This is an optimization exercise on Yosys and OpenROAD, whose aim is small area, not a production implementation. Function was checked by simulation only, so behaviour that the tests miss may differ from the original.

==> zinc: inputs <==
==> flow/design.v <==
`timescale 1ns/1ps
`default_nettype none
package commit_trace_pkg;
   localparam int DATA_W = 32;                   
   localparam int REG_AW = 5;                    
   localparam int PC_W   = 30;                   
   localparam int SEQ_W  = 16;                   
   typedef struct packed
   {
      logic              valid;                  
      logic              rd_we;                  
      logic [REG_AW-1:0] rd_addr;                
      logic [DATA_W-1:0] dout;                   
      logic [PC_W-1:0]   pc;                     
   } wb_slot_t;
   typedef struct packed
   {
      logic [SEQ_W-1:0]  seq;                    
      logic [PC_W-1:0]   pc;                     
      logic [REG_AW-1:0] rd_addr;                
      logic [DATA_W-1:0] dout;                   
   } trace_rec_t;
endpackage
`default_nettype wire
`timescale 1ns/1ps
`default_nettype none
module ct_bit
(
   input  logic s1, w1,                          
   input  logic s2, w2,                          
   input  logic we,                              
   input  logic q,                               
   output logic d
);
   assign d = ~((we | q) & ~((s1 & w1) | (s2 & w2)));
endmodule
module ct_ao8
(
   input  logic [7:0] s,
   input  logic [7:0] d,
   output logic       y
);
   assign y = |(s & d);
endmodule
module ct_ao6
(
   input  logic [5:0] s,
   input  logic [5:0] d,
   output logic       y
);
   assign y = |(s & d);
endmodule
module ct_xor2
(
   input  logic a, b,
   output logic y
);
   assign y = a ^ b;
endmodule
module ct_rd31
(
   input  logic [30:0] s,                        
   input  logic [30:0] d,
   input  logic        p,
   output logic        y
);
   logic [3:0] g;
   for (genvar k = 0; k < 3; k++)
   begin : grp
      ct_ao8 u_g (.s(s[8*k +: 8]), .d(d[8*k +: 8]), .y(g[k]));
   end
   ct_ao6 u_g3 (.s(s[29:24]), .d(d[29:24]), .y(g[3]));
   assign y = ((|g) | (s[30] & d[30])) ^ p;
endmodule
module ct_rd8
(
   input  logic [7:0] s,
   input  logic [7:0] d,
   input  logic       p,
   output logic       y
);
   logic o;
   ct_ao8  u_o (.s(s), .d(d), .y(o));
   ct_xor2 u_x (.a(o), .b(p), .y(y));
endmodule
`default_nettype wire
`timescale 1ns/1ps
`default_nettype none
import commit_trace_pkg::*;
module ct_sel
#(
   parameter int PW = 67
)
(
   input  logic              q1,                 
   input  logic              q2,                 
   input  logic [REG_AW-1:0] a1,                 
   input  logic [REG_AW-1:0] a2,                 
   input  logic [2:0]        wr_ptr,             
   input  logic [2:0]        rd_ptr,             
   input  logic [31:1]       vld,                
   input  logic [REG_AW-1:0] rf_raddr,
   input  logic              pol,                
   input  logic [PW-1:0]     p1,                 
   input  logic [PW-1:0]     p2,                 
   output logic [PW-1:0]     p1x,                
   output logic [PW-1:0]     p2x,
   output logic [31:1]       rf_s1,              
   output logic [31:1]       rf_s2,              
   output logic [31:1]       rf_we,              
   output logic [7:0]        fb_s1,              
   output logic [7:0]        fb_s2,              
   output logic [7:0]        fb_we,              
   output logic [7:0]        fb_rd,              
   output logic [31:1]       rf_rd               
);
   assign p1x = p1 ^ {PW{~pol}};
   assign p2x = p2 ^ {PW{~pol}};
   logic [2:0] wr_ptr_b;
   assign wr_ptr_b = wr_ptr + 3'(q1);            
   always_comb
   begin
      for (int i = 1; i < 32; i++)
      begin
         logic w1, w2;
         w1 = q1 & (a1 == 5'(i));
         w2 = q2 & (a2 == 5'(i));
         rf_s2[i] = w2;                          
         rf_s1[i] = w1 & ~w2;
         rf_we[i] = w1 | w2;
         rf_rd[i] = vld[i] & (rf_raddr == 5'(i));
      end
      for (int j = 0; j < 8; j++)
      begin
         fb_s1[j] = q1 & (wr_ptr == 3'(j));
         fb_s2[j] = q2 & (wr_ptr_b == 3'(j));
         fb_we[j] = fb_s1[j] | fb_s2[j];
         fb_rd[j] = (rd_ptr == 3'(j));
      end
   end
endmodule
`default_nettype wire
`timescale 1ns/1ps
`default_nettype none
import commit_trace_pkg::*;
module commit_trace_top
(
   input  logic              clk,
   input  logic              rst_n,
   input  logic [68:0]       wb_slot_1,          
   input  logic [68:0]       wb_slot_2,          
   output logic              wb_stall,
   output logic              trace_valid,
   output logic [82:0]       trace_rec,          
   input  logic              credit_return,
   input  logic [REG_AW-1:0] rf_raddr,
   output logic [DATA_W-1:0] rf_rdata
);
   localparam int PW = PC_W + REG_AW + DATA_W;   
   commit_trace_pkg::wb_slot_t s1;
   commit_trace_pkg::wb_slot_t s2;
   assign s1 = wb_slot_1;
   assign s2 = wb_slot_2;
   logic [3:0]       count;                      
   logic [2:0]       credits;                    
   logic [2:0]       rd_ptr;
   logic [2:0]       wr_ptr;
   logic [SEQ_W-1:0] head_seq;                   
   logic             pol;                        
   logic             take, pop, q1, q2;
   assign wb_stall    = (count >= 4'd7);
   assign take        = ~wb_stall;
   assign trace_valid = (count != 4'd0) & (credits != 3'd0);
   assign pop         = trace_valid;
   assign q1          = take & s1.valid & s1.rd_we;
   assign q2          = take & s2.valid & s2.rd_we;
   always_ff @(posedge clk or negedge rst_n)
   begin
      if (!rst_n)
      begin
         count    <= '0;
         credits  <= 3'd4;
         rd_ptr   <= '0;
         wr_ptr   <= '0;
         head_seq <= '0;
         pol      <= 1'b0;
      end
      else
      begin
         count    <= count + 4'(q1) + 4'(q2) - 4'(pop);
         credits  <= credits - 3'(pop) + 3'(credit_return);
         rd_ptr   <= rd_ptr + 3'(pop);
         wr_ptr   <= wr_ptr + 3'(q1) + 3'(q2);
         head_seq <= head_seq + SEQ_W'(pop);
         pol      <= ~pol;
      end
   end
   logic [31:1]   vld;                           
   logic [31:1]   rf_s1, rf_s2, rf_we, rf_rd;
   logic [7:0]    fb_s1, fb_s2, fb_we, fb_rd;
   logic [PW-1:0] p1x, p2x;
   ct_sel #(.PW(PW)) u_sel
   (
      .q1(q1), .q2(q2), .a1(s1.rd_addr), .a2(s2.rd_addr),
      .wr_ptr(wr_ptr), .rd_ptr(rd_ptr), .vld(vld), .rf_raddr(rf_raddr),
      .pol(pol), .p1({s1.pc, s1.rd_addr, s1.dout}), .p2({s2.pc, s2.rd_addr, s2.dout}),
      .p1x(p1x), .p2x(p2x),
      .rf_s1(rf_s1), .rf_s2(rf_s2), .rf_we(rf_we),
      .fb_s1(fb_s1), .fb_s2(fb_s2), .fb_we(fb_we), .fb_rd(fb_rd), .rf_rd(rf_rd)
   );
   logic [PW-1:0] mem [8];
   logic [PW-1:0] fb_d [8];
   for (genvar j = 0; j < 8; j++)
   begin : fb_bit
      for (genvar b = 0; b < PW; b++)
      begin : b_
         ct_bit u_bit (.s1(fb_s1[j]), .w1(p1x[b]), .s2(fb_s2[j]), .w2(p2x[b]), .we(fb_we[j]),
                       .q(mem[j][b]), .d(fb_d[j][b]));
      end
   end
   always_ff @(posedge clk)
   begin
      for (int j = 0; j < 8; j++)
         mem[j] <= fb_d[j];
   end
   for (genvar b = 0; b < PW; b++)
   begin : rd_fb
      logic [7:0] col;
      for (genvar j = 0; j < 8; j++)
      begin : e
         assign col[j] = mem[j][b];
      end
      ct_rd8 u_rd (.s(fb_rd), .d(col), .p(pol), .y(trace_rec[b]));
   end
   assign trace_rec[82:PW] = head_seq;
   logic [DATA_W-1:0] regs [1:31];
   always_ff @(posedge clk or negedge rst_n)
   begin
      if (!rst_n)
         vld <= '0;
      else
         vld <= vld | rf_s1 | rf_s2;
   end
   logic [DATA_W-1:0] rf_d [1:31];
   for (genvar i = 1; i < 32; i++)
   begin : rf_bit
      for (genvar b = 0; b < DATA_W; b++)
      begin : b_
         ct_bit u_bit (.s1(rf_s1[i]), .w1(p1x[b]), .s2(rf_s2[i]), .w2(p2x[b]), .we(rf_we[i]),
                       .q(regs[i][b]), .d(rf_d[i][b]));
      end
   end
   always_ff @(posedge clk)
   begin
      for (int i = 1; i < 32; i++)
         regs[i] <= rf_d[i];
   end
   logic rd_pol;
   assign rd_pol = pol & (|rf_rd);
   for (genvar b = 0; b < DATA_W; b++)
   begin : rd_rf
      logic [30:0] col;
      for (genvar i = 1; i < 32; i++)
      begin : r
         assign col[i-1] = regs[i][b];
      end
      ct_rd31 u_rd (.s(rf_rd), .d(col), .p(rd_pol), .y(rf_rdata[b]));
   end
endmodule
`default_nettype wire
==> flow/run.sh <==
#!/bin/bash
# synth_recipe.tcl (not shown) runs the flow's synth.tcl, then flattens the netlist and writes it again
# the make line also repeats each setting of config.mk as NAME=value (left out here)
make -C /OpenROAD-flow-scripts/flow DESIGN_CONFIG=/design/flow/config.mk WORK_HOME=/design/flow/orfs CLKGATE_MAP_FILE= SYNTH_SCRIPT=/design/flow/synth_recipe.tcl finish
==> flow/config.mk <==
export PLATFORM = sky130hd
export DESIGN_NAME = commit_trace_top
export DESIGN_NICKNAME = commit_trace_top
export VERILOG_FILES = /design/flow/design.v
export SDC_FILE = /design/flow/constraint.sdc
export NUM_CORES = 4
export LEC_CHECK = 0
export CAP_MARGIN = 20
export CORE_MARGIN = 2
export CORE_UTILIZATION = 40
export CTS_BUF_LIST = sky130_fd_sc_hd__clkbuf_16
export CTS_CLUSTER_DIAMETER = 80
export CTS_CLUSTER_SIZE = 20
export SETUP_SLACK_MARGIN = 0.3
export SLEW_MARGIN = 20
export SYNTH_HIERARCHICAL = 1
export SYNTH_MINIMUM_KEEP_SIZE = 0
==> flow/constraint.sdc <==
create_clock -name core_clock -period 7.0 [get_ports {clk}]
set_input_delay 1.4000 -clock core_clock [delete_from_list [all_inputs] [get_ports {clk}]]
set_output_delay 1.4000 -clock core_clock [all_outputs]
set_load 0.01 [all_outputs]
==> raven (differences from zinc) <==
==> flow/flow/run.sh (new file) <==
#!/bin/bash
# The standard layout, with two changes: plain buffers on the ports instead of
# the delay cells the port buffering would otherwise pick, and a clock tree
# built without dummy balancing loads.
set -e
cp standard.sh standard.sh.txt
export BUFFER_PORTS_ARGS="-buffer_cell sky130_fd_sc_hd__buf_1"
export CTS_ARGS="-sink_clustering_enable -repair_clock_nets -sink_clustering_size 14 -sink_clustering_max_diameter 60 -buf_list sky130_fd_sc_hd__clkbuf_8 -dont_use_dummy_load"
bash standard.sh > standard.log 2>&1
==> flow/standard.sh (new file) <==
#!/bin/bash
# synth_recipe.tcl (not shown) runs the flow's synth.tcl, then flattens the netlist and writes it again
# the make line also repeats each setting of config.mk as NAME=value (left out here)
make -C /OpenROAD-flow-scripts/flow DESIGN_CONFIG=/design/flow/config.mk WORK_HOME=/design/flow/orfs CLKGATE_MAP_FILE= SYNTH_SCRIPT=/design/flow/synth_recipe.tcl "${@:-finish}"
- CORE_UTILIZATION: 40 -> 55
- CTS_BUF_LIST: sky130_fd_sc_hd__clkbuf_16 -> sky130_fd_sc_hd__clkbuf_8
- CTS_CLUSTER_DIAMETER: 80 -> 60
- CTS_CLUSTER_SIZE: 20 -> 14
- PLACE_DENSITY: default -> 0.75
removed: flow/run.sh
==> tundra (differences from zinc) <==
--- a/flow/design.v
+++ b/flow/design.v
@@ -165,5 +165,5 @@
    logic [2:0]       credits;                    
    logic [2:0]       rd_ptr;
-   logic [2:0]       wr_ptr;
+   logic [2:0]       wr_ptr;                     
    logic [SEQ_W-1:0] head_seq;                   
    logic             pol;                        
@@ -175,4 +175,5 @@
    assign q1          = take & s1.valid & s1.rd_we;
    assign q2          = take & s2.valid & s2.rd_we;
+   assign wr_ptr      = rd_ptr + count[2:0];     
    always_ff @(posedge clk or negedge rst_n)
    begin
@@ -182,5 +183,4 @@
          credits  <= 3'd4;
          rd_ptr   <= '0;
-         wr_ptr   <= '0;
          head_seq <= '0;
          pol      <= 1'b0;
@@ -191,5 +191,4 @@
          credits  <= credits - 3'(pop) + 3'(credit_return);
          rd_ptr   <= rd_ptr + 3'(pop);
-         wr_ptr   <= wr_ptr + 3'(q1) + 3'(q2);
          head_seq <= head_seq + SEQ_W'(pop);
          pol      <= ~pol;
==> flow/flow/run.sh (new file) <==
#!/bin/bash
# The standard layout, with two changes: plain buffers on the ports instead of
# the delay cells the port buffering would otherwise pick, and a clock tree
# built without dummy balancing loads.
set -e
cp standard.sh standard.sh.txt
export BUFFER_PORTS_ARGS="-buffer_cell sky130_fd_sc_hd__buf_1"
export CTS_ARGS="-sink_clustering_enable -repair_clock_nets -sink_clustering_size 16 -sink_clustering_max_diameter 60 -buf_list sky130_fd_sc_hd__clkbuf_8 -dont_use_dummy_load"
bash standard.sh > standard.log 2>&1
==> flow/standard.sh (new file) <==
#!/bin/bash
# synth_recipe.tcl (not shown) runs the flow's synth.tcl, then flattens the netlist and writes it again
# the make line also repeats each setting of config.mk as NAME=value (left out here)
make -C /OpenROAD-flow-scripts/flow DESIGN_CONFIG=/design/flow/config.mk WORK_HOME=/design/flow/orfs CLKGATE_MAP_FILE= SYNTH_SCRIPT=/design/flow/synth_recipe.tcl "${@:-finish}"
- CORE_UTILIZATION: 40 -> 55
- CTS_BUF_LIST: sky130_fd_sc_hd__clkbuf_16 -> sky130_fd_sc_hd__clkbuf_8
- CTS_CLUSTER_DIAMETER: 80 -> 60
- CTS_CLUSTER_SIZE: 20 -> 16
- PLACE_DENSITY: default -> 0.75
removed: flow/run.sh
==> impl_metrics.env <==
export IMPL_fin_crit_sh=0.961
export IMPL_ys_seq_area_frac=0.509
export IMPL_final_util=0.480
export IMPL_clock_buffers=102
export IMPL_cp_startpoint="rf_raddr[3]"
export IMPL_rr_worst_depth=8
export IMPL_synth_nets=6452
export IMPL_nets=7026
export IMPL_synthTopCellsByArea="dfxtp_1 (48%), a22oi_1 (27%), o21ai_1 (12%)"
export IMPL_status="no timing/DRC/antenna violations"
export IMPL_power_density_nw_per_um2=412
export IMPL_endpoint="rf_rdata[27]"
export IMPL_die_x_um=401
export IMPL_synthXorXnorAreaFrac=0.0354
export IMPL_grt_max_degree=108
export IMPL_buf_share=0.0660
# the run above: zinc

==> impl_metrics.env <==
export IMPL_power_density_nw_per_um2=420
export IMPL_synthXorXnorAreaFrac=0.0357
export IMPL_grt_pass1_wl_mm=419
export IMPL_die_x_um=343
export IMPL_async_flop_share=0.0366
export IMPL_endpoint="rf_rdata[11]"
export IMPL_antenna_cells=13
export IMPL_final_util=0.624
export IMPL_buf_share=0.0433
export IMPL_nets=7044
export IMPL_synthSimpleGateAreaFrac=0.0432
export IMPL_clock_buffers=121
export IMPL_rr_worst_depth=11
export IMPL_postCtsHoldBufs=0
export IMPL_status="no timing/DRC/antenna violations"
export IMPL_synth_nets=6448
export IMPL_required_ns=5.60
export IMPL_cp_startpoint="rf_raddr[4]"
# the run above: tundra

==> impl_metrics.env <==
export IMPL_nets=7047
export IMPL_rr_worst_depth=12
export IMPL_buf_share=0.0408
export IMPL_synth_nets=6452
export IMPL_status="no timing/DRC/antenna violations"
export IMPL_fin_crit_sh=0.900
export IMPL_ys_seq_area_frac=0.509
export IMPL_clock_buffers=138
export IMPL_synthXorXnorAreaFrac=0.0354
# the run above: raven

[separate check: timing with driven ports]
In the flow no input, the clock included, has a driving cell. The finished layouts below were timed again as built, in two steps. Step 1 assumes that a clkbuf_16 drives the clock port and a buf_2 every other input. Step 2 times the ports against the registers' clock, not the clock port: input delays grow and output delays shrink by t, the midpoint of the rising clock arrivals with the driver on. Three values: no drivers, after step 1, after step 2; two values: the first two.
run	t, ns	slack for setup (ns)	worst setup path after step 2
zinc	0.835	0.270 / 0.134 / 0.134	input to output
raven	0.924	0.703 / 0.583 / 0.583	input to output
tundra	0.945	0.741 / 0.649 / 0.649	input to output
After both steps setup and hold are still met in every run listed. For zinc, which loses most, drivers alone change the setup slack by -0.136 ns; drivers and shift together by -0.136 ns.
